Source: an optimization exercise on an open RTL-to-GDS flow (aim: small area, a short achievable clock period and few clock cycles). Production flows keep margins and buffers that such runs may drop.
No run shown here included a check of the RTL's function; only the layout flow was run.
Power figures rest on the tool's default switching activity, not on a simulated workload.

**design/flow/flow/run.sh**
```bash
#!/bin/bash
# The standard layout (standard.sh: the standard synthesis, floorplan, placement,
# CTS, routing) with two settings it does not expose: the port buffers are the
# smallest plain buffer, and timing repair aims at a setup slack of
# SETUP_SLACK_MARGIN ns at the design's clock period. make's output goes to
# flow_make.log; each ORFS step keeps its own log under orfs/logs.
set -euo pipefail
export SETUP_SLACK_MARGIN=6.3
export BUFFER_PORTS_ARGS="-buffer_cell sky130_fd_sc_hd__buf_1"
bash standard.sh > flow_make.log 2>&1
```
**design/flow/standard.sh**
```bash
#!/bin/bash
# synth_recipe.tcl (not shown) runs the flow's synth.tcl, then flattens the netlist and writes it again
# the make line also repeats each setting of config.mk as NAME=value (left out here)
make -C /OpenROAD-flow-scripts/flow DESIGN_CONFIG=/design/flow/config.mk WORK_HOME=/design/flow/orfs CLKGATE_MAP_FILE= SYNTH_SCRIPT=/design/flow/synth_recipe.tcl "${@:-finish}"
```
**design/flow/config.mk**
```make
export PLATFORM = sky130hd
export DESIGN_NAME = plot_command_stream_parser_core
export DESIGN_NICKNAME = plot_command_stream_parser_core
export VERILOG_FILES = /design/flow/design.v
export SDC_FILE = /design/flow/constraint.sdc
export NUM_CORES = 4
export LEC_CHECK = 0
export ABC_AREA = 1
export CAP_MARGIN = 20
export CORE_MARGIN = 2
export CORE_UTILIZATION = 40
export CTS_BUF_LIST = sky130_fd_sc_hd__clkbuf_8
export SLEW_MARGIN = 20
```
**design/flow/constraint.sdc**
```tcl
create_clock -name core_clock -period 11.0 [get_ports {clk}]
set_input_delay 2.2000 -clock core_clock [delete_from_list [all_inputs] [get_ports {clk}]]
set_output_delay 2.2000 -clock core_clock [all_outputs]
set_load 0.01 [all_outputs]
```
**design/flow/design.v**
```verilog
`timescale 1ns / 1ps
package pcsp_pkg;
  localparam int COORD_BITS = 58;
  localparam int PADDR_BITS = 4;
  localparam int PDATA_BITS = 32;
  localparam logic [1:0] REG_X_DECIMALS = 2'd0;
  localparam logic [1:0] REG_Y_DECIMALS = 2'd1;
  localparam logic [1:0] REG_INCH_UNITS = 2'd2;
  localparam logic [7:0] CH_LF  = 8'd10;
  localparam logic [7:0] CH_CR  = 8'd13;
  localparam logic [7:0] CH_PCT = 8'h25;
  localparam logic [7:0] CH_0   = 8'h30;
  localparam logic [7:0] CH_9   = 8'h39;
  localparam logic [7:0] CH_D   = 8'h44;
  localparam logic [7:0] CH_X   = 8'h58;
  localparam logic [7:0] CH_Y   = 8'h59;
  localparam logic [1:0] EV_SEGMENT  = 2'd0;
  localparam logic [1:0] EV_APERTURE = 2'd1;
  localparam logic [1:0] EV_UNKNOWN  = 2'd2;
  localparam logic [2:0] M_LINE_START = 3'd0;
  localparam logic [2:0] M_IN_LINE    = 3'd1;
  localparam logic [2:0] M_XDIG       = 3'd2;
  localparam logic [2:0] M_YDIG       = 3'd3;
  localparam logic [2:0] M_D0         = 3'd4;
  localparam logic [2:0] M_D1         = 3'd5;
  localparam logic [2:0] M_D2         = 3'd6;
  localparam logic [2:0] M_SKIP       = 3'd7;
  typedef struct packed {
    logic [2:0] x_decimals;
    logic [2:0] y_decimals;
    logic       inch_units;
  } pcsp_cfg_t;
endpackage
`timescale 1ns / 1ps
import pcsp_pkg::*;
module pcsp_cfg (
  input  logic                           clk,
  input  logic                           rst,
  input  logic                           psel,
  input  logic                           penable,
  input  logic                           pwrite,
  input  logic [pcsp_pkg::PADDR_BITS-1:0] paddr,
  input  logic [pcsp_pkg::PDATA_BITS-1:0] pwdata,
  output logic [pcsp_pkg::PDATA_BITS-1:0] prdata,
  output logic                           pready,
  output pcsp_pkg::pcsp_cfg_t            cfg
);
  logic       wr_en;
  logic [1:0] reg_idx;
  assign pready  = 1'b1;
  assign wr_en   = psel && penable && pwrite;
  assign reg_idx = paddr[3:2];
  always_ff @(posedge clk) begin
    if (rst) begin
      cfg <= '0;
    end else if (wr_en) begin
      case (reg_idx)
        REG_X_DECIMALS: cfg.x_decimals <= pwdata[2:0];
        REG_Y_DECIMALS: cfg.y_decimals <= pwdata[2:0];
        REG_INCH_UNITS: cfg.inch_units <= pwdata[0];
        default: ;
      endcase
    end
  end
  always_comb begin
    prdata = '0;
    case (reg_idx)
      REG_X_DECIMALS: prdata[2:0] = cfg.x_decimals;
      REG_Y_DECIMALS: prdata[2:0] = cfg.y_decimals;
      REG_INCH_UNITS: prdata[0]   = cfg.inch_units;
      default: ;
    endcase
  end
endmodule
`timescale 1ns / 1ps
import pcsp_pkg::*;
module pcsp_obuf (
  input  logic       clk,
  input  logic       rst,
  input  logic       emit,
  input  logic       seg,
  output logic       blocked,
  output logic       out_valid,
  input  logic       out_stall,
  output logic       seg_n
);
  assign blocked = out_valid && out_stall;
  always_ff @(posedge clk) begin
    if (rst) begin
      out_valid <= 1'b0;
    end else begin
      out_valid <= emit || blocked;
    end
  end
  always_ff @(posedge clk) begin
    if (!blocked) begin
      seg_n <= !seg;
    end
  end
endmodule
`timescale 1ns / 1ps
import pcsp_pkg::*;
module pcsp_scale (
  input  logic [3:0]                          dig,
  input  logic [3:0]                          lo,
  input  logic                                axis_y,
  input  pcsp_pkg::pcsp_cfg_t                 cfg,
  output logic [pcsp_pkg::COORD_BITS-1:0]     pp0,
  output logic [pcsp_pkg::COORD_BITS-1:0]     pp1,
  output logic [pcsp_pkg::COORD_BITS-1:0]     pp2
);
  function automatic logic [24:0] scale_k(input logic inch, input logic [2:0] dec);
    logic [2:0] d;
    d = (dec > 3'd6) ? 3'd6 : dec;
    scale_k = ({inch, d} == 4'b0_000) ? 25'd1000000 :
              ({inch, d} == 4'b0_001) ? 25'd100000 :
              ({inch, d} == 4'b0_010) ? 25'd10000 :
              ({inch, d} == 4'b0_011) ? 25'd1000 :
              ({inch, d} == 4'b0_100) ? 25'd100 :
              ({inch, d} == 4'b0_101) ? 25'd10 :
              ({inch, d} == 4'b0_110) ? 25'd1 :
              ({inch, d} == 4'b1_000) ? 25'd25400000 :
              ({inch, d} == 4'b1_001) ? 25'd2540000 :
              ({inch, d} == 4'b1_010) ? 25'd254000 :
              ({inch, d} == 4'b1_011) ? 25'd25400 :
              ({inch, d} == 4'b1_100) ? 25'd2540 :
              ({inch, d} == 4'b1_101) ? 25'd254 :
              25'd0;
  endfunction
  logic [24:0] kx, ky, k;
  logic        fine_x, fine_y, fine;
  assign kx     = scale_k(cfg.inch_units, cfg.x_decimals);
  assign ky     = scale_k(cfg.inch_units, cfg.y_decimals);
  assign fine_x = cfg.inch_units && (cfg.x_decimals >= 3'd6);
  assign fine_y = cfg.inch_units && (cfg.y_decimals >= 3'd6);
  assign k      = axis_y ? ky : kx;
  assign fine   = axis_y ? fine_y : fine_x;
  logic [8:0] fine_term;
  always_comb begin
    case (dig)
      4'd1: fine_term = 9'd25;
      4'd2: fine_term = 9'd51;
      4'd3: fine_term = 9'd76;
      4'd4: fine_term = 9'd102;
      4'd5: fine_term = 9'd127;
      4'd6: fine_term = 9'd152;
      4'd7: fine_term = 9'd178;
      4'd8: fine_term = 9'd203;
      4'd9: fine_term = 9'd229;
      default: fine_term = 9'd0;
    endcase
    case (lo)
      4'd1, 4'd6: fine_term = fine_term + 9'd4;
      4'd2, 4'd7: fine_term = fine_term - 9'd2;
      4'd3, 4'd8: fine_term = fine_term + 9'd2;
      4'd4, 4'd9: fine_term = fine_term - 9'd4;
      default: ;
    endcase
  end
  assign pp0 = fine   ? {{(COORD_BITS-9){fine_term[8]}}, fine_term} :
               dig[0] ? COORD_BITS'(k) : '0;
  assign pp1 = dig[1] ? COORD_BITS'(k) << 1 : '0;
  assign pp2 = dig[3] ? COORD_BITS'(k) << 3 : dig[2] ? COORD_BITS'(k) << 2 : '0;
endmodule
module pcsp_add5 #(
  parameter int W = 58
) (
  input  logic [W-1:0] a,
  input  logic [W-1:0] b,
  input  logic [W-1:0] c,
  input  logic [W-1:0] d,
  input  logic [W-1:0] e,
  output logic [W-1:0] sum
);
  logic [W-1:0] s1, c1, s2, c2, s, cy, p, gg, pp;
  always_comb begin
    s1 = a ^ b ^ c;
    c1 = ((a & b) | (a & c) | (b & c)) << 1;
    s2 = s1 ^ c1 ^ d;
    c2 = ((s1 & c1) | (s1 & d) | (c1 & d)) << 1;
    s  = s2 ^ c2 ^ e;
    cy = ((s2 & c2) | (s2 & e) | (c2 & e)) << 1;
    p  = s ^ cy;
    gg = s & cy;
    pp = p;
    for (int dd = 1; dd < W; dd = dd * 2) begin
      for (int i = 2 * dd - 1; i < W; i = i + 2 * dd) begin
        gg[i] = gg[i] | (pp[i] & gg[i - dd]);
        pp[i] = pp[i] & pp[i - dd];
      end
    end
    for (int dd = 32; dd >= 1; dd = dd / 2) begin
      for (int i = 3 * dd - 1; i < W; i = i + 2 * dd) begin
        gg[i] = gg[i] | (pp[i] & gg[i - dd]);
        pp[i] = pp[i] & pp[i - dd];
      end
    end
    sum = p ^ {gg[W-2:0], 1'b0};
  end
endmodule
`timescale 1ns / 1ps
import pcsp_pkg::*;
module pcsp_parse (
  input  logic                           clk,
  input  logic                           rst,
  input  logic                           go,
  input  logic [7:0]                     ch,
  input  pcsp_pkg::pcsp_cfg_t            cfg,
  output logic                           emit,
  output logic                           seg,
  output logic [6:0]                     dval,
  output logic [pcsp_pkg::COORD_BITS-1:0] pos_x_n,
  output logic [pcsp_pkg::COORD_BITS-1:0] pos_y_n,
  output logic [pcsp_pkg::COORD_BITS-1:0] prev_x_n,
  output logic [pcsp_pkg::COORD_BITS-1:0] prev_y_n
);
  logic [2:0] mode;
  logic       has_coord;
  logic [3:0] sig;
  logic [3:0] lo;
  logic       is_digit, is_lf, is_cr, is_x, is_y, is_d, is_pct;
  logic [3:0] dig;
  assign is_digit = (ch >= CH_0) && (ch <= CH_9);
  assign is_lf    = (ch == CH_LF);
  assign is_cr    = (ch == CH_CR);
  assign is_x     = (ch == CH_X);
  assign is_y     = (ch == CH_Y);
  assign is_d     = (ch == CH_D);
  assign is_pct   = (ch == CH_PCT);
  assign dig      = ch[3:0];
  logic step;
  assign step = go && !is_cr;
  logic in_word, word_y;
  assign in_word = (mode == M_XDIG) || (mode == M_YDIG);
  assign word_y  = mode[0];
  logic [2:0]            sat_d;
  logic [COORD_BITS-1:0] sat_nm;
  assign sat_d = word_y ? cfg.y_decimals : cfg.x_decimals;
  always_comb begin
    case ({cfg.inch_units, (sat_d > 3'd6) ? 3'd6 : sat_d})
      4'b0_000: sat_nm = 58'd9999999999000000;
      4'b0_001: sat_nm = 58'd999999999900000;
      4'b0_010: sat_nm = 58'd99999999990000;
      4'b0_011: sat_nm = 58'd9999999999000;
      4'b0_100: sat_nm = 58'd999999999900;
      4'b0_101: sat_nm = 58'd99999999990;
      4'b0_110: sat_nm = 58'd9999999999;
      4'b1_000: sat_nm = 58'd253999999974600000;
      4'b1_001: sat_nm = 58'd25399999997460000;
      4'b1_010: sat_nm = 58'd2539999999746000;
      4'b1_011: sat_nm = 58'd253999999974600;
      4'b1_100: sat_nm = 58'd25399999997460;
      4'b1_101: sat_nm = 58'd2539999999746;
      default:  sat_nm = 58'd253999999975;
    endcase
  end
  logic [COORD_BITS-1:0] acc, acc_sum, acc_next;
  assign acc = word_y ? ~pos_y_n : ~pos_x_n;
  logic [COORD_BITS-1:0] pp0, pp1, pp2;
  pcsp_scale u_scale (
    .dig    (dig),
    .lo     (lo),
    .axis_y (word_y),
    .cfg    (cfg),
    .pp0    (pp0),
    .pp1    (pp1),
    .pp2    (pp2)
  );
  pcsp_add5 #(.W(COORD_BITS)) u_add (
    .a   (acc << 3),
    .b   (acc << 1),
    .c   (pp0),
    .d   (pp1),
    .e   (pp2),
    .sum (acc_sum)
  );
  assign acc_next = (sig == 4'd10) ? sat_nm : acc_sum;
  logic       d_end, seg_code;
  logic [6:0] code;
  assign d_end    = step && ((mode == M_D1) || (mode == M_D2) || (mode == M_D0 && is_lf));
  assign code     = (mode == M_D1 && is_digit) ? 7'(dval * 7'd10) + 7'(dig) : dval;
  assign seg_code = (code == 7'd1) || (code == 7'd3);
  assign seg      = seg_code;
  assign emit     = d_end && code != 7'd2 && !(seg_code && !has_coord);
  logic ctl, word_start, first_word, digit_step;
  assign ctl        = step && !mode[2];
  assign word_start = ctl && (is_x || is_y);
  assign first_word = word_start && !has_coord;
  assign digit_step = ctl && in_word && is_digit;
  logic                  load_x, load_y, pos_zero;
  logic [COORD_BITS-1:0] pos_d_n;
  assign pos_zero = rst || word_start;
  assign load_x   = rst || (word_start && is_x) || (digit_step && !word_y);
  assign load_y   = rst || (word_start && is_y) || (digit_step && word_y);
  assign pos_d_n  = pos_zero ? '1 : ~acc_next;
  always_ff @(posedge clk) begin
    if (load_x) begin
      pos_x_n <= pos_d_n;
    end
    if (load_y) begin
      pos_y_n <= pos_d_n;
    end
  end
  always_ff @(posedge clk) begin
    if (first_word) begin
      prev_x_n <= pos_x_n;
      prev_y_n <= pos_y_n;
    end
  end
  always_ff @(posedge clk) begin
    if (rst) begin
      lo <= '0;
    end else if (word_start) begin
      lo <= '0;
    end else if (digit_step) begin
      lo <= dig;
    end
  end
  always_ff @(posedge clk) begin
    if (rst) begin
      sig <= '0;
    end else if (word_start) begin
      sig <= '0;
    end else if (digit_step && sig != 4'd10 && (sig != 4'd0 || dig != 4'd0)) begin
      sig <= sig + 4'd1;
    end
  end
  always_ff @(posedge clk) begin
    if (rst) begin
      mode      <= M_LINE_START;
      has_coord <= 1'b0;
      dval      <= '0;
    end else if (step) begin
      if (mode == M_D1 && is_digit) begin
        dval <= code;
      end
      if (is_lf) begin
        mode      <= M_LINE_START;
        has_coord <= 1'b0;
      end else begin
        case (mode)
          M_SKIP: ;
          M_D0: begin
            mode <= is_digit ? M_D1 : M_D2;
            dval <= is_digit ? 7'(dig) : 7'd0;
          end
          M_D1, M_D2: mode <= M_IN_LINE;
          default: begin
            if (in_word && is_digit) begin
              mode <= mode;
            end else if (is_pct && mode == M_LINE_START) begin
              mode <= M_SKIP;
            end else if (is_x) begin
              mode      <= M_XDIG;
              has_coord <= 1'b1;
            end else if (is_y) begin
              mode      <= M_YDIG;
              has_coord <= 1'b1;
            end else if (is_d) begin
              mode <= M_D0;
              dval <= '0;
            end else begin
              mode <= M_IN_LINE;
            end
          end
        endcase
      end
    end
  end
endmodule
`timescale 1ns / 1ps
import pcsp_pkg::*;
module plot_command_stream_parser_core (
  input  logic                                  clk,
  input  logic                                  rst,
  input  logic                                  psel,
  input  logic                                  penable,
  input  logic                                  pwrite,
  input  logic [pcsp_pkg::PADDR_BITS-1:0]        paddr,
  input  logic [pcsp_pkg::PDATA_BITS-1:0]        pwdata,
  output logic [pcsp_pkg::PDATA_BITS-1:0]        prdata,
  output logic                                  pready,
  input  logic                                  in_valid,
  output logic                                  in_stall,
  input  logic [7:0]                            ch,
  output logic                                  out_valid,
  input  logic                                  out_stall,
  output logic [1:0]                            event_res,
  output logic [pcsp_pkg::COORD_BITS-1:0]        x_from,
  output logic [pcsp_pkg::COORD_BITS-1:0]        y_from,
  output logic [pcsp_pkg::COORD_BITS-1:0]        x_to,
  output logic [pcsp_pkg::COORD_BITS-1:0]        y_to,
  output logic [6:0]                            code_number
);
  pcsp_pkg::pcsp_cfg_t cfg;
  logic       blocked, go, emit, seg, seg_n;
  logic [6:0] dval;
  logic [pcsp_pkg::COORD_BITS-1:0] pos_x_n, pos_y_n, prev_x_n, prev_y_n;
  pcsp_cfg u_cfg (
    .clk     (clk),
    .rst     (rst),
    .psel    (psel),
    .penable (penable),
    .pwrite  (pwrite),
    .paddr   (paddr),
    .pwdata  (pwdata),
    .prdata  (prdata),
    .pready  (pready),
    .cfg     (cfg)
  );
  assign in_stall = blocked;
  logic       a_valid;
  logic [7:0] a_ch;
  always_ff @(posedge clk) begin
    if (rst) begin
      a_valid <= 1'b0;
    end else if (!blocked) begin
      a_valid <= in_valid;
    end
  end
  always_ff @(posedge clk) begin
    if (!blocked) begin
      a_ch <= ch;
    end
  end
  assign go = a_valid && !blocked;
  pcsp_parse u_parse (
    .clk      (clk),
    .rst      (rst),
    .go       (go),
    .ch       (a_ch),
    .cfg      (cfg),
    .emit     (emit),
    .seg      (seg),
    .dval     (dval),
    .pos_x_n  (pos_x_n),
    .pos_y_n  (pos_y_n),
    .prev_x_n (prev_x_n),
    .prev_y_n (prev_y_n)
  );
  pcsp_obuf u_obuf (
    .clk       (clk),
    .rst       (rst),
    .emit      (emit),
    .seg       (seg),
    .blocked   (blocked),
    .out_valid (out_valid),
    .out_stall (out_stall),
    .seg_n     (seg_n)
  );
  assign code_number = dval;
  assign event_res   = !seg_n ? EV_SEGMENT : (dval >= 7'd10) ? EV_APERTURE : EV_UNKNOWN;
  assign x_from = ~(prev_x_n | {pcsp_pkg::COORD_BITS{seg_n}});
  assign y_from = ~(prev_y_n | {pcsp_pkg::COORD_BITS{seg_n}});
  assign x_to   = ~(pos_x_n  | {pcsp_pkg::COORD_BITS{seg_n}});
  assign y_to   = ~(pos_y_n  | {pcsp_pkg::COORD_BITS{seg_n}});
endmodule
```
==> results of run 1 <==
sequential cells by signal, summed over array words and instances (netlist names), named ones only:
signal	cells
u_parse.pos_x_n	58
u_parse.pos_y_n	58
u_parse.prev_x_n	58
u_parse.prev_y_n	58
a_ch	8
u_cfg.cfg	7
u_parse.dval	7
u_parse.lo	4
u_parse.sig	4
u_parse.mode	3
a_valid	1
u_obuf.out_valid	1
u_obuf.seg_n	1
u_parse.has_coord	1
u_parse.u_scale.fine_term	1
worst paths after layout:
check | slack (ns) | startpoint | endpoint | cells past startpoint
min | 0.45 | u_parse.pos_x_n[57] | u_parse.prev_x_n[57] | 0
max reg2reg | 4.28 | u_parse.lo[0] | u_parse.pos_y_n[57] | 41
max | 4.28 | u_parse.lo[0] | u_parse.pos_y_n[57] | 41
min reg2reg | 0.45 | u_parse.pos_x_n[57] | u_parse.prev_x_n[57] | 0
timing repair:
action	in CTS	in global routing
hold endpoints to repair	0	0
cloned	3	0
buffers inserted	34	16
endpoints found under the setup margin	211	113
pin swaps	52	57
resized for setup	148	77
cell families (layout without fill, tap and decap cells):
logic type / count (synthesis) / count (layout) / share of synthesized area
fa+ha+maj: 293 / 293 / 0.228
other cells: 2 / 30 / 0.000367
compound gates: 306 / 306 / 0.0910
simple gates: 841 / 843 / 0.172
mux: 42 / 42 / 0.0205
buf+inv: 425 / 729 / 0.0887
xor+xnor: 25 / 25 / 0.0107
flops: 277 / 277 / 0.389
power by group:
part	internal (mW)	switching [mW]
combinational	1.54	2.12
clock	0.581	0.425
sequential	1.56	0.184
total	3.68	2.73
metal layers:
| metal | track usage | up-vias | wire length [um] |
|---|---|---|---|
| met4 | 0.0599 | 0 | 1520 |
| met1 | 0.312 | 8071 | 26700 |
| met5 | 0 | - | 0 |
| li1 | - | 7851 | - |
| met2 | 0.351 | 493 | 27100 |
| met3 | 0.0393 | 83 | 3590 |
layout by cell type, fill, tap and decap left out, types with 18 or more instances in the layout:
| master | count |
|---|---|
| sky130_fd_sc_hd__edfxtp_1 | 241 |
| sky130_fd_sc_hd__mux2i_1 | 42 |
| sky130_fd_sc_hd__nand2_2 | 26 |
| sky130_fd_sc_hd__fa_2 | 30 |
| sky130_fd_sc_hd__o21ai_0 | 76 |
| sky130_fd_sc_hd__dfxtp_1 | 31 |
| sky130_fd_sc_hd__o211ai_1 | 27 |
| sky130_fd_sc_hd__nand3_2 | 20 |
| sky130_fd_sc_hd__conb_1 | 30 |
| sky130_fd_sc_hd__nor2_1 | 342 |
| sky130_fd_sc_hd__buf_4 | 53 |
| sky130_fd_sc_hd__a21oi_1 | 64 |
| sky130_fd_sc_hd__ha_1 | 141 |
| sky130_fd_sc_hd__inv_1 | 291 |
| sky130_fd_sc_hd__o22ai_1 | 26 |
| sky130_fd_sc_hd__ha_4 | 18 |
| sky130_fd_sc_hd__nor2_2 | 19 |
| sky130_fd_sc_hd__inv_2 | 24 |
| sky130_fd_sc_hd__or2_2 | 25 |
| sky130_fd_sc_hd__clkbuf_8 | 53 |
| sky130_fd_sc_hd__buf_1 | 258 |
| sky130_fd_sc_hd__nand2_1 | 285 |
| sky130_fd_sc_hd__o21ai_1 | 19 |
| sky130_fd_sc_hd__nand3_1 | 56 |
| sky130_fd_sc_hd__fa_1 | 103 |
final cells by class:
cell class                      instances  area [um2]  share of cell area
Multi-Input combinational cell       1539       12000               0.486
Tap cell                              672         841              0.0341
Clock buffer                           53         729              0.0295
Inverter                              316        1230              0.0499
Timing Repair Buffer                  330        1640              0.0666
Sequential cell                       277        7970               0.323
Clock inverter                         30         282              0.0114
per-stage QoR:
| step | total power, mW | cells | setup WS (ns) | area [um2] |
|---|---|---|---|---|
| floorplan | 3.94 | 2239 | 4.52 | 20900 |
| global placement | 4.70 | 3081 | 3.21 | 22200 |
| detailed placement | 4.79 | 3081 | 3.17 | 22200 |
| CTS | 6.13 | 3201 | 4.30 | 24200 |
| global route | 6.98 | 3217 | 3.98 | 24700 |
| finish | 6.41 | 3217 | 4.28 | 24700 |
==> run notes, run 1 <==
Route
The number of iterations in the first detailed-routing pass is 7. The routed layout has 16500 vias. The count of nets left with antenna violations once routing finished came out at 0.

The routed wire length per instance is approximately 18 um. The sum of routed wire length over all layers is slightly below 60 mm. After detailed routing, the number of vias per cell comes to between 5 and 6. The number of remaining DRC errors is 0. The detailed router finished its first iteration with ~950 violations.

Cells and area
The number of fill cells is roughly 4800. At the end of the flow, the number of nets in the layout was roughly 2900. The utilization after layout is 0.490. The ratio of cells with drive above 1 in the final layout is 0.163.

From synthesis to final layout, the design area changed by 20.6%. The repair_antennas step left the layout with diodes totalling 0.

Logic synthesis
After synthesis the netlist holds a flip-flop and latch count of about 280. The mean post-synth cell area is 9.26 um2. The fraction of registers with async set/reset is 0. The post-synthesis cell type with the largest combined area is sky130_fd_sc_hd__edfxtp_1. Of the post-synthesis cell area, the dominant cell type holds 0.353. The distinct cell type count of the synthesized netlist is 65. In the post-synthesis netlist, the biggest area contributors are sky130_fd_sc_hd__edfxtp_1, sky130_fd_sc_hd__fa_1, sky130_fd_sc_hd__ha_1. The sequential fraction of the synthesis area is 0.389.

Yosys instantiated no cell more often than sky130_fd_sc_hd__nor2_1. The most common flop cell mapped by yosys is sky130_fd_sc_hd__edfxtp_1. Counting flops with a built-in enable in the synthesized netlist gives 241. The number of warning messages in the yosys log is 6. By count the netlist is led by sky130_fd_sc_hd__nor2_1, sky130_fd_sc_hd__nand2_1, sky130_fd_sc_hd__inv_1. The number of cells produced by synthesis is approximately 2200. After synthesis the cells add up to a little over 20000 um2.

Job
Max-cap violations in this run came to 0.

Floorplanning
After floorplanning, the core was divided into ~80 placement rows. The die is between 200 and 250 um wide. The die outline area is ~53000 um2. For this configuration, the core starts out at a cell density of 0.407. The height of the die is about 230 um.

The total area inside the core boundary comes to around 50000 um2. The number of I/O pins is 327.

Clocking
The CTS buffer count is 48. After clock tree synthesis, the clock-pin slew on the worst setup and hold paths is 0.06 ns. The cts-stage hold buffer count is 0. CTS placed an instance of sky130_fd_sc_hd__clkbuf_8 at the clock tree root. The later-pin clock latency in the skew report is between 0.6 and 0.7 ns. TritonCTS built the clock tree. CTS built an H-tree with a depth of 2. The worst-case clock buffer depth is 3.

The total number of clock tree sinks is between 200 and 300.

GRT
The pin count of the biggest net entering global routing is just over 100. The total overflow left after global routing is 0. The number of global-route vias before repair is ~16000. In the global route stage, overall resource usage came out at 0.221.

The number of antenna violations at the first check in global routing is 0. The first-pass GRT wire length is between 90 and 100 mm.

Placement
The wire-length estimate of the detail-placed layout is 43.4 mm. Port buffering added about 270 buffers. The placer's final routability congestion estimate is approximately 0.9.

Setup path
The type of origin of the critical path is a register. The data required time of the worst path is roughly 11 ns. The number of buffers and inverters on the critical path is 3. The most numerous cell type found on the critical path is sky130_fd_sc_hd__nand2_4. The maximum fanout along the worst path is 8. The library cell contributing the largest single delay on the critical path is sky130_fd_sc_hd__fa_1. The worst setup path is of the reg -> reg kind. In this design, the stage delay of the slowest critical-path cell is 0.56 ns. STA puts the critical path data arrival time at about 7 ns. The worst setup path is captured at a register. The cell family contributing the most delay on the critical path is adder cells.

STA
The shortest clock period the worst path allows after layout is approximately 6.7 ns. The total negative setup slack is 0 ns. Setup repair after global routing could not meet its margin everywhere.

The final worst hold slack is around 0.45 ns. The clock arrives with ~0.023 ns of skew. The transition time at the pin with the least slew margin is between 1 and 1.5 ns. The worst slew slack as a fraction of its limit is 0.308. The post-route fraction of the period consumed by the critical path is 0.611. The hold violation count in the final report is 0. The setup-violating endpoint count in the final report is 0. Derived from the worst setup path, the maximum achievable clock frequency is 0.149 GHz. The count of final max-slew check failures is 0.

Pwr
The maximum vdd drop is 0.206 mV. The leakage power is roughly 10 nW. Power spread over the standard cell area amounts to approximately 260 nW/um2.

Status
The flow ran to the end and the layout has no timing, DRC or antenna violations.

Worst hold path
In this run the worst hold path is classified as reg -> reg.
==> run 2, diff against run 1 <==
--- a/design/flow/config.mk
+++ b/design/flow/config.mk
@@ -5,7 +5,6 @@
 export SDC_FILE = /design/flow/constraint.sdc
 export NUM_CORES = 4
 export LEC_CHECK = 0
-export ABC_AREA = 1
 export CAP_MARGIN = 20
 export CORE_MARGIN = 2
 export CORE_UTILIZATION = 40
==> run notes, run 2 <==
Cells and area
The leading cell type in the layout, fill and taps excluded is sky130_fd_sc_hd__nor2_1. The layout has around 4800 filler cells. For this run, the post-layout net count is around 2700.

The multi-input combinational cells in the finished layout cover a total of between 10000 and 15000 um2. In the final layout, the share of cells above drive strength 1 is 0.157. Registers take between 7000 and 8000 um2. The growth of design area from synthesis to finish is 20.3%.

The utilization after layout is 0.488. The top cell types in the final layout, fill and taps aside, are sky130_fd_sc_hd__nor2_1, sky130_fd_sc_hd__buf_1, sky130_fd_sc_hd__edfxtp_1, sky130_fd_sc_hd__inv_1, sky130_fd_sc_hd__nand2_1. The repair_antennas step left the layout with diodes totalling 0.

STA
Based on the critical path, the design can be clocked at up to 0.130 GHz. The transition time at the pin with the least slew margin is roughly 0.99 ns. The worst path needs approximately 7.7 ns of the cycle, external delays included. The hold violation count in the final report is 0. The worst slew slack as a fraction of its limit is 0.336. The post-route fraction of the period consumed by the critical path is 0.699. The total negative setup slack is 0 ns. Setup repair after global routing could not meet its margin everywhere.

The setup skew after layout is between 0.02 and 0.03 ns. Setup violations remaining at the end of the flow were counted as 0. The minimum setup slack in the final design is between 3 and 4 ns. The count of final max-slew check failures is 0.

GRT
The number of antenna violations at the first check in global routing is 0. Global routing finished with a remaining overflow of 0. In the global route stage, overall resource usage came out at 0.207. Entering global routing, the biggest net connects between 90 and 100 pins.

The first-pass GRT wire length is 86.5 mm. The number of global-route vias before repair came to approximately 16000.

Logic synthesis
The cell with the most instances after synthesis is sky130_fd_sc_hd__nor2_1. For this run, the number of Yosys warnings is 6. The most common flop cell mapped by yosys is sky130_fd_sc_hd__edfxtp_1.

Counting flops with a built-in enable in the synthesized netlist gives about 240. In this run the cell area of the synthesized design comes to around 20000 um2. Counting instances in the post-synthesis netlist gives the leading cell types as sky130_fd_sc_hd__nor2_1, sky130_fd_sc_hd__edfxtp_1, sky130_fd_sc_hd__inv_1. Counting flops with an async set or reset pin after synthesis yields a share of 0. The mean post-synth cell area is 10.0 um2. The netlist uses 80 different library cells. The number of cells produced by synthesis is 2032. The sequential fraction of the synthesis area is 0.390.

Ranked by total cell area, the synthesized netlist is headed by sky130_fd_sc_hd__edfxtp_1, sky130_fd_sc_hd__fa_1, sky130_fd_sc_hd__ha_1. Of the post-synthesis cell area, the dominant cell type holds 0.355. The synthesized design spends more area on one cell type than any other, namely sky130_fd_sc_hd__edfxtp_1. The number of synthesized register bits is 277.

Route
After detailed routing, the average wire length per cell comes to 18.3 um. In the routed design, unresolved DRC markers number 0. For this block, the initial DRC count from the detailed router was 1056. For this block, the routed nets add up to roughly 56 mm of wire. The number of iterations in the first detailed-routing pass is 8. After detailed routing, the number of vias per cell comes to 5.21. The detail route stage leaves a number of antenna-violating nets equal to 0. The via total after detailed routing is 15800.

Pwr
The share of total power dissipated in combinational logic is 0.590. The fraction of power spent switching nets is 0.419. The leakage power is around 9.5 nW. The power per cell area is 264 nW/um2.

For this design the total switching power over the nets is between 2 and 3 mW. The share of total power dissipated in sequential elements is 0.267. Of the total power, the clock network draws 0.143.

The internal power is ~3.8 mW. The maximum vdd drop is between 0.15 and 0.2 mV.

Floorplanning
The height of the die is approximately 230 um. The number of I/O pins is around 330. The standard-cell row count is 82. The floorplan die width is between 200 and 250 um. The die outline area is about 53000 um2.

For this configuration, the core starts out at a cell density of 0.406. The placeable core region is between 50000 and 60000 um2.

Placement
During placement, the flow inserted port buffers numbering about 270. Summed over all nets, the half-perimeter wirelength after detailed placement is 39.7 mm. The placer's final routability congestion estimate is 0.881. Timing analysis after detailed placement gives a worst setup slack of around 2.3 ns.

Setup path
In this run the worst path has a maximum fanout of 6. Among the stages of the critical path, the cell type that occurs most often is sky130_fd_sc_hd__a21oi_2. STA classifies the critical path startpoint as a register. The critical path endpoint category is a register. Data on the critical path is required at its endpoint by 11.36 ns. The worst endpoint data arrival time is around 8.1 ns. On the critical path, the stage with the largest delay is an instance of sky130_fd_sc_hd__fa_1. The reg-to-reg setup timing slack is ~3.3 ns. The critical path's largest stage delay is roughly 0.55 ns. The kind of critical path is reg -> reg.

Clocking
Buffers inserted during clock tree synthesis total about 50. The clock-pin slew on the worst setup and hold paths is about 0.06 ns. The total number of clock tree sinks is 277. Counting along the longest clock path gives a buffer depth of 3. The clock reaches the later pin of the worst-skew pair after 0.63 ns. In this run the number of H-tree levels came out at 2. After clock tree synthesis, the flow added hold-fix buffers numbering 0. The tree is rooted in a sky130_fd_sc_hd__clkbuf_8. TritonCTS built the clock tree.

Worst hold path
In this run the worst hold path is classified as reg -> reg.

Status
The flow ran to the end and the layout has no timing, DRC or antenna violations.

Job
The number of violations of the max-capacitance limit is 0.
[run 2: cell families after synthesis]
kind of cell             synth area share
AND/OR/NAND/NOR                     0.143
AO/OA/AOI/OAI                       0.108
buffers and inverters              0.0662
adder cells (fa/ha/maj)             0.229
flip-flops                          0.390
multiplexers                       0.0409
XOR/XNOR                           0.0228
other                            0.000368
[run 2: power by group through the flow]
| stage | logic (mW) | clock network (mW) | registers, mW |
|---|---|---|---|
| floorplan | 2.31 | 0 | 1.66 |
| global placement | 2.95 | 0 | 1.74 |
| detailed placement | 3.04 | 0 | 1.75 |
| CTS | 3.59 | 0.958 | 1.73 |
| global route | 4.31 | 0.996 | 1.76 |
| finish | 3.82 | 0.925 | 1.73 |
[run 2: per-layer routing]
layer  routed length (um)  part of all wire  vias up  track usage
met1                24400              0.44     7749        0.275
met5                    0                 0        -            0
met3                 3020             0.054       98       0.0353
li1                     -                 -     7510            -
met2                26400              0.47      467        0.344
met4                 1750             0.031        0       0.0712
[run 2: timing repair]
action                                  CTS  global route
endpoints found under the setup margin  294           112
setup buffers                            49            16
resized for setup                       152            80
pin swaps                                91            62
gates cloned                              1             0
[run 2: final cells by class]
| class | count | share of cell area |
|---|---|---|
| multi-input combinational | 1466 | 0.501 |
| sequential | 277 | 0.325 |
| timing repair buffer | 349 | 0.0729 |
| tap | 672 | 0.0343 |
| clock buffer | 56 | 0.0314 |
| inverter | 183 | 0.0287 |
| clock inverter | 32 | 0.00658 |
[run 2: path summary, 6_finish.rpt]
kind                               to  cells after the start          start
setup / recovery  u_parse.pos_y_n[57]                     35  u_parse.lo[3]
setup reg to reg  u_parse.pos_y_n[57]                     35  u_parse.lo[3]
hold reg to reg               a_valid                      2        a_valid
hold / removal                a_valid                      2        a_valid
[run 2: through the flow]
step	cell area, um2	total power [mW]	hold WS (ns)	std cells
floorplan	20800	3.97	0.427	2060
global placement	22100	4.69	0.439	2881
detailed placement	22100	4.79	0.448	2881
CTS	24100	6.28	0.461	3019
global route	24500	7.06	0.492	3035
finish	24500	6.48	0.462	3035
[run 2: worst max-delay path: cells and delay by family, from the launching register on]
kind	cells	cell delay (ns)
xor gates and xnor gates	3	0.56
DFF	1	0.38
adders and majority gates	6	2.39
AOI/OAI and AO/OA	17	2.84
buffers and inverters	4	0.40
and+or+nand+nor	5	0.84

## separate check: timing with driven ports
The results above use ideal ports. As a check the final layouts listed here were re-extracted and re-timed, cells and wires unchanged.
Step 1 assumes that a clkbuf_16 drives the clock port and a buf_2 every other input.
Step 2, shift: input delay + t, output delay - t, t = (earliest + latest rising clock arrival at the registers) / 2. This alone moves slack from input paths to output paths.
Three values: ideal ports, drivers, drivers and shift; two values: the first two.
| run | t (ns) | setup slack, ns | hold WS [ns] | worst setup path at the end | worst register clock-pin slew, ns |
|---|---|---|---|---|---|
| run 1 | 0.659 | 4.284 / 4.284 / 4.284 | 0.453 / 0.453 / 0.453 | register to register | 0.07 / 0.07 |
| run 2 | 0.677 | 3.316 / 3.316 / 3.316 | 0.462 / 0.462 / 0.462 | register to register | 0.07 / 0.07 |
After both steps setup and hold are still met in every run listed.
